This is an optimization exercise on Yosys and OpenROAD, whose aim is small area, a short achievable clock period and few clock cycles per item, not a production implementation.
The RTL was checked by simulation tests, not by an equivalence proof against the original design.

===== design/flow/run.sh =====
#!/bin/bash
# synth_recipe.tcl (not shown) runs the flow's synth.tcl, then flattens the netlist and writes it again
# the make line also repeats each setting of config.mk as NAME=value (left out here)
make -C /OpenROAD-flow-scripts/flow DESIGN_CONFIG=/design/flow/config.mk WORK_HOME=/design/flow/orfs CLKGATE_MAP_FILE= SYNTH_SCRIPT=/design/flow/synth_recipe.tcl finish

===== design/flow/config.mk =====
export PLATFORM = sky130hd
export DESIGN_NAME = pressure_rolling_average
export DESIGN_NICKNAME = pressure_rolling_average
export VERILOG_FILES = /design/flow/design.v
export SDC_FILE = /design/flow/constraint.sdc
export NUM_CORES = 4
export LEC_CHECK = 0
export CAP_MARGIN = 20
export CORE_MARGIN = 2
export CORE_UTILIZATION = 40
export SLEW_MARGIN = 20

===== design/flow/constraint.sdc =====
create_clock -name core_clock -period 8.5 [get_ports {clk}]
set_input_delay 1.7000 -clock core_clock [delete_from_list [all_inputs] [get_ports {clk}]]
set_output_delay 1.7000 -clock core_clock [all_outputs]
set_load 0.01 [all_outputs]

===== design/flow/design.v =====
package pra_pkg;
    localparam int SAMPLE_W    = 10;
    localparam int MAX_WINDOW  = 32;
    localparam int SLOT_W      = 5;
    localparam int CNT_W       = 6;
    localparam int SUM_W       = 15;
    localparam int AVG_FRAC    = 4;
    localparam int AVG_W       = 14;
    localparam int PRESS_W     = 19;
    localparam int WIN_W       = 6;
    localparam int MODEL_W     = 2;
    localparam int REF_W       = 13;
    localparam int OFFS_W      = 10;
    localparam int IN_TDATA_W  = 16;
    localparam int OUT_TDATA_W = 40;
    localparam int CFG_IDX_W   = 2;
    localparam int CFG_DATA_W  = 13;
    localparam logic [AVG_W-1:0] AVG_MAX = AVG_W'(1023 * 16);
    localparam logic [PRESS_W-1:0] P_MAX = {1'b0, {(PRESS_W-1){1'b1}}};
    localparam logic [PRESS_W-1:0] P_MIN = {1'b1, {(PRESS_W-1){1'b0}}};
    localparam int NUM_K_W = 8;
    localparam int DEN_K_W = 13;
    localparam logic [NUM_K_W-1:0] KN_10KPA  = NUM_K_W'(1);
    localparam logic [DEN_K_W-1:0] KD_10KPA  = DEN_K_W'(1800);
    localparam logic [NUM_K_W-1:0] KN_100KPA = NUM_K_W'(1);
    localparam logic [DEN_K_W-1:0] KD_100KPA = DEN_K_W'(180);
    localparam logic [NUM_K_W-1:0] KN_700KPA = NUM_K_W'(250);
    localparam logic [DEN_K_W-1:0] KD_700KPA = DEN_K_W'(6429);
    typedef enum logic [CFG_IDX_W-1:0] {
        REG_WINDOW = 2'd0,
        REG_MODEL  = 2'd1,
        REG_REF    = 2'd2,
        REG_OFFSET = 2'd3
    } cfg_reg_t;
    typedef enum logic [MODEL_W-1:0] {
        MODEL_10KPA  = 2'd0,
        MODEL_100KPA = 2'd1,
        MODEL_700KPA = 2'd2,
        MODEL_ALT    = 2'd3
    } model_t;
    typedef struct packed {
        logic [SUM_W-1:0] sum;
        logic [CNT_W-1:0] count;
        logic             full;
    } ring_stat_t;
    typedef struct packed {
        logic [MODEL_W-1:0] sensor_model;
        logic [REF_W-1:0]   ref_mv;
        logic [OFFS_W-1:0]  offset;
    } prs_cfg_t;
    function automatic logic [NUM_K_W-1:0] slope_num(input logic [MODEL_W-1:0] model);
        case (model)
            MODEL_10KPA:  slope_num = KN_10KPA;
            MODEL_100KPA: slope_num = KN_100KPA;
            default:      slope_num = KN_700KPA;
        endcase
    endfunction
    function automatic logic [DEN_K_W-1:0] slope_den(input logic [MODEL_W-1:0] model);
        case (model)
            MODEL_10KPA:  slope_den = KD_10KPA;
            MODEL_100KPA: slope_den = KD_100KPA;
            default:      slope_den = KD_700KPA;
        endcase
    endfunction
endpackage
import pra_pkg::*;
module pra_ring (
    input  logic                          clk,
    input  logic                          rst_n,
    input  logic                          restart,
    input  logic                          load,
    input  logic [pra_pkg::SAMPLE_W-1:0]  sample,
    input  logic [pra_pkg::WIN_W-1:0]     window_size,
    output logic                          done,
    output pra_pkg::ring_stat_t           stat
);
    logic [SAMPLE_W-1:0] ring_mem [MAX_WINDOW];
    logic [SAMPLE_W-1:0] old_reg;
    logic [SAMPLE_W-1:0] smp_reg;
    logic [SLOT_W-1:0]   slot_reg, slot_next;
    logic [CNT_W-1:0]    fill_reg, fill_next;
    logic [SUM_W-1:0]    sum_reg, sum_next;
    logic [SUM_W:0]      sum_wide;
    logic [WIN_W-1:0]    win_eff;
    logic                was_full;
    logic                pend_reg, done_reg;
    always_comb
    begin
        if (window_size == '0)
        begin
            win_eff = WIN_W'(1);
        end
        else if (window_size > WIN_W'(MAX_WINDOW))
        begin
            win_eff = WIN_W'(MAX_WINDOW);
        end
        else
        begin
            win_eff = window_size;
        end
    end
    assign was_full = fill_reg >= win_eff;
    always_comb
    begin
        sum_wide  = {1'b0, sum_reg} + (SUM_W+1)'(smp_reg);
        fill_next = fill_reg;
        if (was_full)
        begin
            sum_wide = sum_wide - (SUM_W+1)'(old_reg);
        end
        else
        begin
            fill_next = fill_reg + 1'b1;
        end
        sum_next = sum_wide[SUM_W-1:0];
        if (WIN_W'(slot_reg) + WIN_W'(1) >= win_eff)
        begin
            slot_next = '0;
        end
        else
        begin
            slot_next = slot_reg + 1'b1;
        end
    end
    always_ff @(posedge clk or negedge rst_n)
    begin
        if (!rst_n)
        begin
            pend_reg <= 1'b0;
            done_reg <= 1'b0;
            slot_reg <= '0;
            fill_reg <= '0;
            sum_reg  <= '0;
        end
        else
        begin
            pend_reg <= load;
            done_reg <= pend_reg;
            if (restart)
            begin
                slot_reg <= '0;
                fill_reg <= '0;
                sum_reg  <= '0;
            end
            else if (pend_reg)
            begin
                slot_reg <= slot_next;
                fill_reg <= fill_next;
                sum_reg  <= sum_next;
            end
        end
    end
    always_ff @(posedge clk)
    begin
        if (load)
        begin
            old_reg <= ring_mem[slot_reg];
            smp_reg <= sample;
        end
        if (pend_reg)
        begin
            ring_mem[slot_reg] <= smp_reg;
        end
    end
    assign done       = done_reg;
    assign stat.sum   = sum_reg;
    assign stat.count = fill_reg;
    assign stat.full  = was_full;
endmodule
import pra_pkg::*;
module pra_avg_div (
    input  logic                        clk,
    input  logic                        rst_n,
    input  logic                        start,
    input  pra_pkg::ring_stat_t         stat,
    output logic                        done,
    output logic [pra_pkg::AVG_W-1:0]   average
);
    localparam int DVD_W  = SUM_W + AVG_FRAC;
    localparam int STEP_W = $clog2(AVG_W);
    logic [DVD_W-1:0]  dividend;
    logic [CNT_W-1:0]  div_reg;
    logic [CNT_W-1:0]  rem_reg;
    logic [AVG_W-1:0]  shf_reg;
    logic [STEP_W-1:0] step_reg;
    logic              busy_reg, done_reg;
    logic [CNT_W:0]    rem_wide, rem_sub;
    logic              fits;
    assign dividend = {stat.sum, {AVG_FRAC{1'b0}}};
    assign rem_wide = {rem_reg, shf_reg[AVG_W-1]};
    assign fits     = rem_wide >= {1'b0, div_reg};
    assign rem_sub  = rem_wide - {1'b0, div_reg};
    always_ff @(posedge clk or negedge rst_n)
    begin
        if (!rst_n)
        begin
            busy_reg <= 1'b0;
            done_reg <= 1'b0;
            step_reg <= '0;
            div_reg  <= '0;
            rem_reg  <= '0;
            shf_reg  <= '0;
        end
        else
        begin
            done_reg <= busy_reg && !start && (step_reg == STEP_W'(AVG_W-1));
            if (start)
            begin
                busy_reg <= 1'b1;
                step_reg <= '0;
                div_reg  <= stat.count;
                rem_reg  <= CNT_W'(dividend >> AVG_W);
                shf_reg  <= dividend[AVG_W-1:0];
            end
            else if (busy_reg)
            begin
                rem_reg  <= fits ? rem_sub[CNT_W-1:0] : rem_wide[CNT_W-1:0];
                shf_reg  <= {shf_reg[AVG_W-2:0], fits};
                step_reg <= step_reg + 1'b1;
                if (step_reg == STEP_W'(AVG_W-1))
                begin
                    busy_reg <= 1'b0;
                end
            end
        end
    end
    assign done    = done_reg;
    assign average = shf_reg;
endmodule
import pra_pkg::*;
module pra_press (
    input  logic                                clk,
    input  logic                                rst_n,
    input  logic                                start,
    input  pra_pkg::ring_stat_t                 stat,
    input  pra_pkg::prs_cfg_t                   cfg,
    output logic                                done,
    output logic signed [pra_pkg::PRESS_W-1:0]  pressure
);
    localparam int OC_W      = OFFS_W + CNT_W;
    localparam int DIFF_W    = SUM_W + 2;
    localparam int M1_W      = DIFF_W + NUM_K_W;
    localparam int M3_W      = DIFF_W + NUM_K_W + 2;
    localparam int NUM_W     = SUM_W + NUM_K_W + REF_W;
    localparam int DEN_W     = CNT_W + DEN_K_W;
    localparam int X_W       = NUM_W + 2;
    localparam int QB        = PRESS_W - 1;
    localparam int Y_W       = DEN_W + 1;
    localparam int HI_W      = X_W - QB;
    localparam int MUL_STEPS = (REF_W + 1) / 2;
    localparam int RSH_W     = 2 * MUL_STEPS;
    localparam int STEP_W    = $clog2(QB);
    typedef enum logic [2:0] {
        P_IDLE,
        P_SCALE,
        P_MUL,
        P_ROUND,
        P_DIV
    } prs_state_t;
    prs_state_t           state_reg;
    logic [STEP_W-1:0]    step_reg;
    logic [DIFF_W-1:0]    diff_reg;
    logic                 neg_reg;
    logic [DEN_W-1:0]     den_reg;
    logic [NUM_W-1:0]     m1_reg, m3_reg, acc_reg;
    logic [RSH_W-1:0]     rsh_reg;
    logic                 ovf_reg;
    logic [Y_W-1:0]       rem_reg;
    logic [QB-1:0]        qsh_reg;
    logic                 done_reg;
    logic [OC_W-1:0]      oc_prod;
    logic [DIFF_W-1:0]    diff_now;
    logic [DIFF_W-1:0]    mag;
    logic [MODEL_W-1:0]   model;
    logic [DEN_K_W-1:0]   kd;
    logic [NUM_K_W-1:0]   kn;
    logic [NUM_K_W+1:0]   kn3;
    logic [M1_W-1:0]      m1_init;
    logic [M3_W-1:0]      m3_init;
    logic [NUM_W-1:0]     digit_add;
    logic [X_W-1:0]       x_full;
    logic [HI_W-1:0]      x_hi;
    logic [Y_W-1:0]       y_val;
    logic [Y_W:0]         rem_wide, rem_sub;
    logic                 fits;
    logic [PRESS_W-1:0]   q_ext;
    assign oc_prod  = OC_W'(cfg.offset) * OC_W'(stat.count);
    assign diff_now = DIFF_W'(stat.sum) - DIFF_W'(oc_prod);
    assign mag      = diff_reg[DIFF_W-1] ? (~diff_reg + 1'b1) : diff_reg;
    assign model    = cfg.sensor_model;
    assign kn       = pra_pkg::slope_num(model);
    assign kd       = pra_pkg::slope_den(model);
    assign kn3      = (NUM_K_W+2)'(kn) + {1'b0, kn, 1'b0};
    assign m1_init  = M1_W'(mag) * M1_W'(kn);
    assign m3_init  = M3_W'(mag) * M3_W'(kn3);
    always_comb
    begin
        case (rsh_reg[1:0])
            2'd0:    digit_add = '0;
            2'd1:    digit_add = m1_reg;
            2'd2:    digit_add = {m1_reg[NUM_W-2:0], 1'b0};
            default: digit_add = m3_reg;
        endcase
    end
    assign x_full   = X_W'({acc_reg, 1'b0}) + X_W'(den_reg);
    assign x_hi     = x_full[X_W-1:QB];
    assign y_val    = {den_reg, 1'b0};
    assign rem_wide = {rem_reg, qsh_reg[QB-1]};
    assign fits     = rem_wide >= {1'b0, y_val};
    assign rem_sub  = rem_wide - {1'b0, y_val};
    always_ff @(posedge clk or negedge rst_n)
    begin
        if (!rst_n)
        begin
            state_reg <= P_IDLE;
            step_reg  <= '0;
            done_reg  <= 1'b0;
            diff_reg  <= '0;
            neg_reg   <= 1'b0;
            den_reg   <= '0;
            m1_reg    <= '0;
            m3_reg    <= '0;
            acc_reg   <= '0;
            rsh_reg   <= '0;
            ovf_reg   <= 1'b0;
            rem_reg   <= '0;
            qsh_reg   <= '0;
        end
        else
        begin
            done_reg <= (state_reg == P_DIV) && (step_reg == STEP_W'(QB-1));
            unique case (state_reg)
                P_IDLE:
                begin
                    if (start)
                    begin
                        diff_reg  <= diff_now;
                        den_reg   <= DEN_W'(stat.count) * DEN_W'(kd);
                        state_reg <= P_SCALE;
                    end
                end
                P_SCALE:
                begin
                    neg_reg   <= diff_reg[DIFF_W-1];
                    m1_reg    <= NUM_W'(m1_init);
                    m3_reg    <= NUM_W'(m3_init);
                    acc_reg   <= '0;
                    rsh_reg   <= RSH_W'(cfg.ref_mv);
                    step_reg  <= '0;
                    state_reg <= P_MUL;
                end
                P_MUL:
                begin
                    acc_reg  <= acc_reg + digit_add;
                    m1_reg   <= {m1_reg[NUM_W-3:0], 2'b00};
                    m3_reg   <= {m3_reg[NUM_W-3:0], 2'b00};
                    rsh_reg  <= {2'b00, rsh_reg[RSH_W-1:2]};
                    step_reg <= step_reg + 1'b1;
                    if (step_reg == STEP_W'(MUL_STEPS-1))
                    begin
                        state_reg <= P_ROUND;
                    end
                end
                P_ROUND:
                begin
                    ovf_reg   <= Y_W'(x_hi) >= y_val;
                    rem_reg   <= Y_W'(x_hi);
                    qsh_reg   <= x_full[QB-1:0];
                    step_reg  <= '0;
                    state_reg <= P_DIV;
                end
                P_DIV:
                begin
                    rem_reg  <= fits ? rem_sub[Y_W-1:0] : rem_wide[Y_W-1:0];
                    qsh_reg  <= {qsh_reg[QB-2:0], fits};
                    step_reg <= step_reg + 1'b1;
                    if (step_reg == STEP_W'(QB-1))
                    begin
                        state_reg <= P_IDLE;
                    end
                end
            endcase
        end
    end
    assign q_ext = {1'b0, qsh_reg};
    always_comb
    begin
        if (ovf_reg)
        begin
            pressure = neg_reg ? P_MIN : P_MAX;
        end
        else
        begin
            pressure = neg_reg ? (~q_ext + 1'b1) : q_ext;
        end
    end
    assign done = done_reg;
endmodule
import pra_pkg::*;
module pressure_rolling_average (
    input  logic                              clk,
    input  logic                              rst_n,
    input  logic                              s_tvalid,
    output logic                              s_tready,
    input  logic [pra_pkg::IN_TDATA_W-1:0]    s_tdata,    
    output logic                              m_tvalid,
    input  logic                              m_tready,
    output logic [pra_pkg::OUT_TDATA_W-1:0]   m_tdata,    
    output logic                              m_tuser,    
    input  logic                              cfg_valid,
    output logic                              cfg_ready,
    input  logic [pra_pkg::CFG_IDX_W-1:0]     cfg_index,
    input  logic [pra_pkg::CFG_DATA_W-1:0]    cfg_data
);
    localparam int OUT_PAD_W = OUT_TDATA_W - AVG_W - PRESS_W;
    typedef enum logic {
        S_IDLE,
        S_BUSY
    } state_t;
    state_t                    state_reg;
    logic                      m_tvalid_reg;
    logic [OUT_TDATA_W-1:0]    m_tdata_reg;
    logic                      m_tuser_reg;
    logic                      avg_seen_reg, prs_seen_reg;
    logic [WIN_W-1:0]          window_reg;
    pra_pkg::prs_cfg_t                  prs_cfg_reg;
    logic                      in_beat;
    logic                      restart;
    logic                      ring_done;
    pra_pkg::ring_stat_t                ring_stat;
    logic                      avg_done, prs_done;
    logic [AVG_W-1:0]          avg_q;
    logic signed [PRESS_W-1:0] prs_q;
    logic                      out_free;
    logic                      results_ready;
    logic                      out_load;
    assign s_tready  = (state_reg == S_IDLE);
    assign in_beat   = s_tvalid && s_tready;
    assign cfg_ready = 1'b1;
    assign restart   = cfg_valid && (cfg_index == REG_WINDOW);
    always_ff @(posedge clk or negedge rst_n)
    begin
        if (!rst_n)
        begin
            window_reg                <= WIN_W'(8);
            prs_cfg_reg.sensor_model  <= MODEL_100KPA;
            prs_cfg_reg.ref_mv        <= REF_W'(5000);
            prs_cfg_reg.offset        <= '0;
        end
        else if (cfg_valid)
        begin
            unique case (cfg_index)
                REG_WINDOW: window_reg               <= cfg_data[WIN_W-1:0];
                REG_MODEL:  prs_cfg_reg.sensor_model <= cfg_data[MODEL_W-1:0];
                REG_REF:    prs_cfg_reg.ref_mv       <= cfg_data[REF_W-1:0];
                REG_OFFSET: prs_cfg_reg.offset       <= cfg_data[OFFS_W-1:0];
            endcase
        end
    end
    pra_ring u_ring (
        .clk         (clk),
        .rst_n       (rst_n),
        .restart     (restart),
        .load        (in_beat),
        .sample      (s_tdata[SAMPLE_W-1:0]),
        .window_size (window_reg),
        .done        (ring_done),
        .stat        (ring_stat)
    );
    pra_avg_div u_avg (
        .clk     (clk),
        .rst_n   (rst_n),
        .start   (ring_done),
        .stat    (ring_stat),
        .done    (avg_done),
        .average (avg_q)
    );
    pra_press u_press (
        .clk      (clk),
        .rst_n    (rst_n),
        .start    (ring_done),
        .stat     (ring_stat),
        .cfg      (prs_cfg_reg),
        .done     (prs_done),
        .pressure (prs_q)
    );
    assign out_free      = !m_tvalid_reg || m_tready;
    assign results_ready = (avg_seen_reg || avg_done) && (prs_seen_reg || prs_done);
    assign out_load      = (state_reg == S_BUSY) && results_ready && out_free;
    always_ff @(posedge clk or negedge rst_n)
    begin
        if (!rst_n)
        begin
            state_reg    <= S_IDLE;
            m_tvalid_reg <= 1'b0;
            m_tdata_reg  <= '0;
            m_tuser_reg  <= 1'b0;
            avg_seen_reg <= 1'b0;
            prs_seen_reg <= 1'b0;
        end
        else
        begin
            if (m_tvalid_reg && m_tready && !out_load)
            begin
                m_tvalid_reg <= 1'b0;
            end
            unique case (state_reg)
                S_IDLE:
                begin
                    if (s_tvalid)
                    begin
                        avg_seen_reg <= 1'b0;
                        prs_seen_reg <= 1'b0;
                        state_reg    <= S_BUSY;
                    end
                end
                S_BUSY:
                begin
                    if (avg_done)
                    begin
                        avg_seen_reg <= 1'b1;
                    end
                    if (prs_done)
                    begin
                        prs_seen_reg <= 1'b1;
                    end
                    if (out_load)
                    begin
                        m_tvalid_reg <= 1'b1;
                        m_tdata_reg  <= {{OUT_PAD_W{1'b0}}, prs_q, avg_q};
                        m_tuser_reg  <= ring_stat.full;
                        state_reg    <= S_IDLE;
                    end
                end
            endcase
        end
    end
    assign m_tvalid = m_tvalid_reg;
    assign m_tdata  = m_tdata_reg;
    assign m_tuser  = m_tuser_reg;
endmodule

==> notes.md <==
status finished clean; Clock Skews 0.0212 ns; first-pass GRT wire length 175000 um; FF-to-FF End u_press.m3_reg[25]; CTS Sinks 674; PortBufs 65; R2R setup slack 0.93 ns; Filler cells 10.4k; Nets 4730; initial antenna violation count 7; CTS tree yes; Mean Syn Cell Area 10.9 sq um; Netlist cell types 88; setup_tns 0 ns; Std-Cell Rows 122; # IOs 80; sequential share of the synthesized area 0.415; TritonCTS Buffers 73; Worst Path Required 9.06 ns; Detailed Place HPWL 78900 um; Max Clk Rate 132 MHz; largest net degree at the start of global routing 156; Crit path max-delay family adder cells; Die ar. 115000 sq um; Die Y 338 um; Worst Setup Start Kind register; placed cell areas 47100 sq um; FF-to-FF Start u_press.diff_reg[0]; final instance area 49500 sq um; HP Class reg2reg; slowest stage delay, CP 0.55 ns; Worst Tran Pin Value 1.06 ns; Root Buffer clkbuf_16; Hold Buf Count CTS 0; DRC viols 0; # setup viols final 0; Buf/Inv on CP 5; Die W 338 um; max-slew violations 0; RSZ-0062 raised after global routing no; end of the worst hold path m_tdata_reg[6]; share of layout cells above drive strength 1 0.0897; GP Congestion 0.887; H-tree depth 3; Max-slew headroom 0.288; wire per inst 19.3 um; initial drt markers 2227; max_cap viols 0; Crit Path Class reg2reg; final period utilization 0.890; share of synthesized registers carrying an async set or reset 0.496; Seq cells post-synth 674; CP Capture Type register; # Post-CTS Setup Buffers 0; area of the core 111000 sq um; clk buf depth 3; DR pass1 iterations 5; gr ovfl total 0; Worst path slowest cell o311ai_0; Via density 5.38; Final Hold Violating Endpoints 0; Antenna Violating Nets Remaining 0; Post-Route WL 110000 um; predominant post-synthesis flop cell edfxtp_1; Hold Crit Start m_tdata_reg[6]; initial core utilization 0.404; YS warnings 4; Clock Pin Slew Worst Setup and Hold Paths 0.06 ns; post-CTS sizing 0; Tot GR Track Use 0.191; vias in the first global route 30.4k; reg2reg path depth 27; cell area after synthesis 44700 sq um; Crit path arrival time 8.13 ns; worst skew pair latency 0.65 ns; Min Hold Slack 0.475 ns; Area Growth Syn to Fin 10.7%; vias 30.7k; EDFF count, synth 340; number of flip-flops in the largest register 320; minimum clock period 7.57 ns; Worst Hold Depth 2; Mapped Cells 4113; crit path max fanout 8
==> cells in the mapped netlist, types with 18 or more instances <==
cell type,n,share of area
a22oi_1,110,0.018
and3_1,20,0.0028
clkbuf_1,129,0.011
fa_1,211,0.094
edfxtp_1,340,0.23
nor2b_1,35,0.0049
o21bai_1,18,0.0030
o211ai_1,18,0.0030
xnor2_1,124,0.024
nand4_1,29,0.0041
or3_1,22,0.0031
ha_1,337,0.094
nand3_1,59,0.0066
nand2b_1,40,0.0056
xor2_1,96,0.019
nor3_1,45,0.0050
nand2_1,405,0.034
o21ai_0,257,0.029
mux2i_1,33,0.0074
inv_1,409,0.034
and2_1,42,0.0059
mux2_2,71,0.018
a211oi_1,32,0.0054
a21oi_1,169,0.019
dfrtp_1,327,0.18
buf_1,30,0.0025
a21o_1,69,0.012
a221o_1,22,0.0049
mux4_2,80,0.040
a22o_1,62,0.012
o21a_1,23,0.0039
nor2_1,220,0.018
==> worst register-to-register path, delay by kind of cell (launching register included) <==
family          cells  cell delay, ns
fa+ha+maj           6            2.51
compound gates     10            2.20
simple gates        4            1.02
buf+inv             5            0.65
xor+xnor            2            0.64
flops               1            0.48
==> cell families after synthesis <==
family,share of synthesized area
buffers and inverters,0.0505
adder cells (fa/ha/maj),0.189
other,0.000168
AO/OA/AOI/OAI,0.136
multiplexers,0.0655
flip-flops,0.415
XOR/XNOR,0.0440
AND/OR/NAND/NOR,0.0996
==> per-layer routing <==
metal	up-vias	track usage	wire (um)
met5	-	0	76
met4	14	0.0414	2090
met3	130	0.0291	4810
met2	600	0.324	53400
met1	15256	0.260	49500
li1	14651	-	-
==> cell usage in the layout, fill, tap and decap left out, types with 23 or more instances in the layout <==
cell / netlist / layout
xor2_1: 96 / 96
dfrtp_1: 327 / 324
nand2b_1: 40 / 40
edfxtp_1: 340 / 340
clkbuf_16: 0 / 74
nor2b_1: 35 / 33
xnor2_1: 124 / 124
ha_1: 337 / 337
buf_4: 8 / 54
a211oi_1: 32 / 32
a21oi_1: 169 / 168
nand4_1: 29 / 29
nor2_1: 220 / 216
nand3_1: 59 / 59
a22oi_1: 110 / 110
a22o_1: 62 / 62
a21o_1: 69 / 69
and2_1: 42 / 42
o21ai_0: 257 / 257
mux4_2: 80 / 80
nor3_1: 45 / 43
clkdlybuf4s50_1: 0 / 64
nand2_1: 405 / 404
mux2_2: 71 / 71
mux2i_1: 33 / 33
fa_1: 211 / 211
o21a_1: 23 / 23
inv_1: 409 / 409
==> area by class of cell <==
type                            count  area [sq um]  share of cell area
Tap cell                         1488          1860              0.0376
Clock inverter                     40           457             0.00922
Antenna cell                        1          2.50           0.0000505
Multi-Input combinational cell   2860         24000               0.484
Clock buffer                       92          1990              0.0402
Timing Repair Buffer              120          1080              0.0218
Sequential cell                   674         18600               0.375
Inverter                          417          1570              0.0316
==> worst max path at each step <==
stage | cells after the start | startpoint | end | slack, ns
3_3_place_gp | 27 | u_press.diff_reg[0] | u_press.m3_reg[26] | 0.89
5_1_grt | 27 | u_press.diff_reg[0] | u_press.m3_reg[25] | 0.27
4_1_cts | 27 | u_press.diff_reg[0] | u_press.m3_reg[26] | 0.85
3_5_place_dp | 27 | u_press.diff_reg[0] | u_press.m3_reg[26] | 0.87
2_1_floorplan | 26 | u_press.diff_reg[4] | u_press.m3_reg[26] | 1.40
6_report | 27 | u_press.diff_reg[0] | u_press.m3_reg[25] | 0.93
==> stage by stage <==
stage / setup WS, ns / instances / utilization
3_5_place_dp: 0.872 / 5559 / 0.425
2_1_floorplan: 1.40 / 4123 / -
5_1_grt: 0.266 / 5691 / 0.447
4_1_cts: 0.845 / 5691 / 0.447
3_3_place_gp: 0.891 / 5559 / 0.425
6_report: 0.932 / 5692 / 0.447
Testbench counts, summed over its fixed seeds: cycles 150,253, items 4,835.

==> separate check: timing with driven ports <==
The results above use ideal ports. As a check the final layout listed here was re-extracted and re-timed, cells and wires unchanged.
Step 1 sets driving cells, clkbuf_16 on the clock port and buf_2 on the other inputs (assumed; they add their load-dependent delay and slew).
Step 2 times the ports against the registers' clock, not the clock port: input delays grow and output delays shrink by t, the midpoint of the rising clock arrivals with the driver on.
Three values: ideal ports, drivers, drivers and shift; two values: the first two.
t, ns: 0.711
setup WS [ns]: 0.932 / 0.932 / 0.932
latest minus earliest clock arrival (ns): 0.022 / 0.022
worst register clock-pin slew, ns: 0.06 / 0.06
cell pins on the clock port's net: 1
After both steps this run still meets setup and hold. For this run, drivers alone change the setup slack by 0.000 ns; drivers and shift together by 0.000 ns.
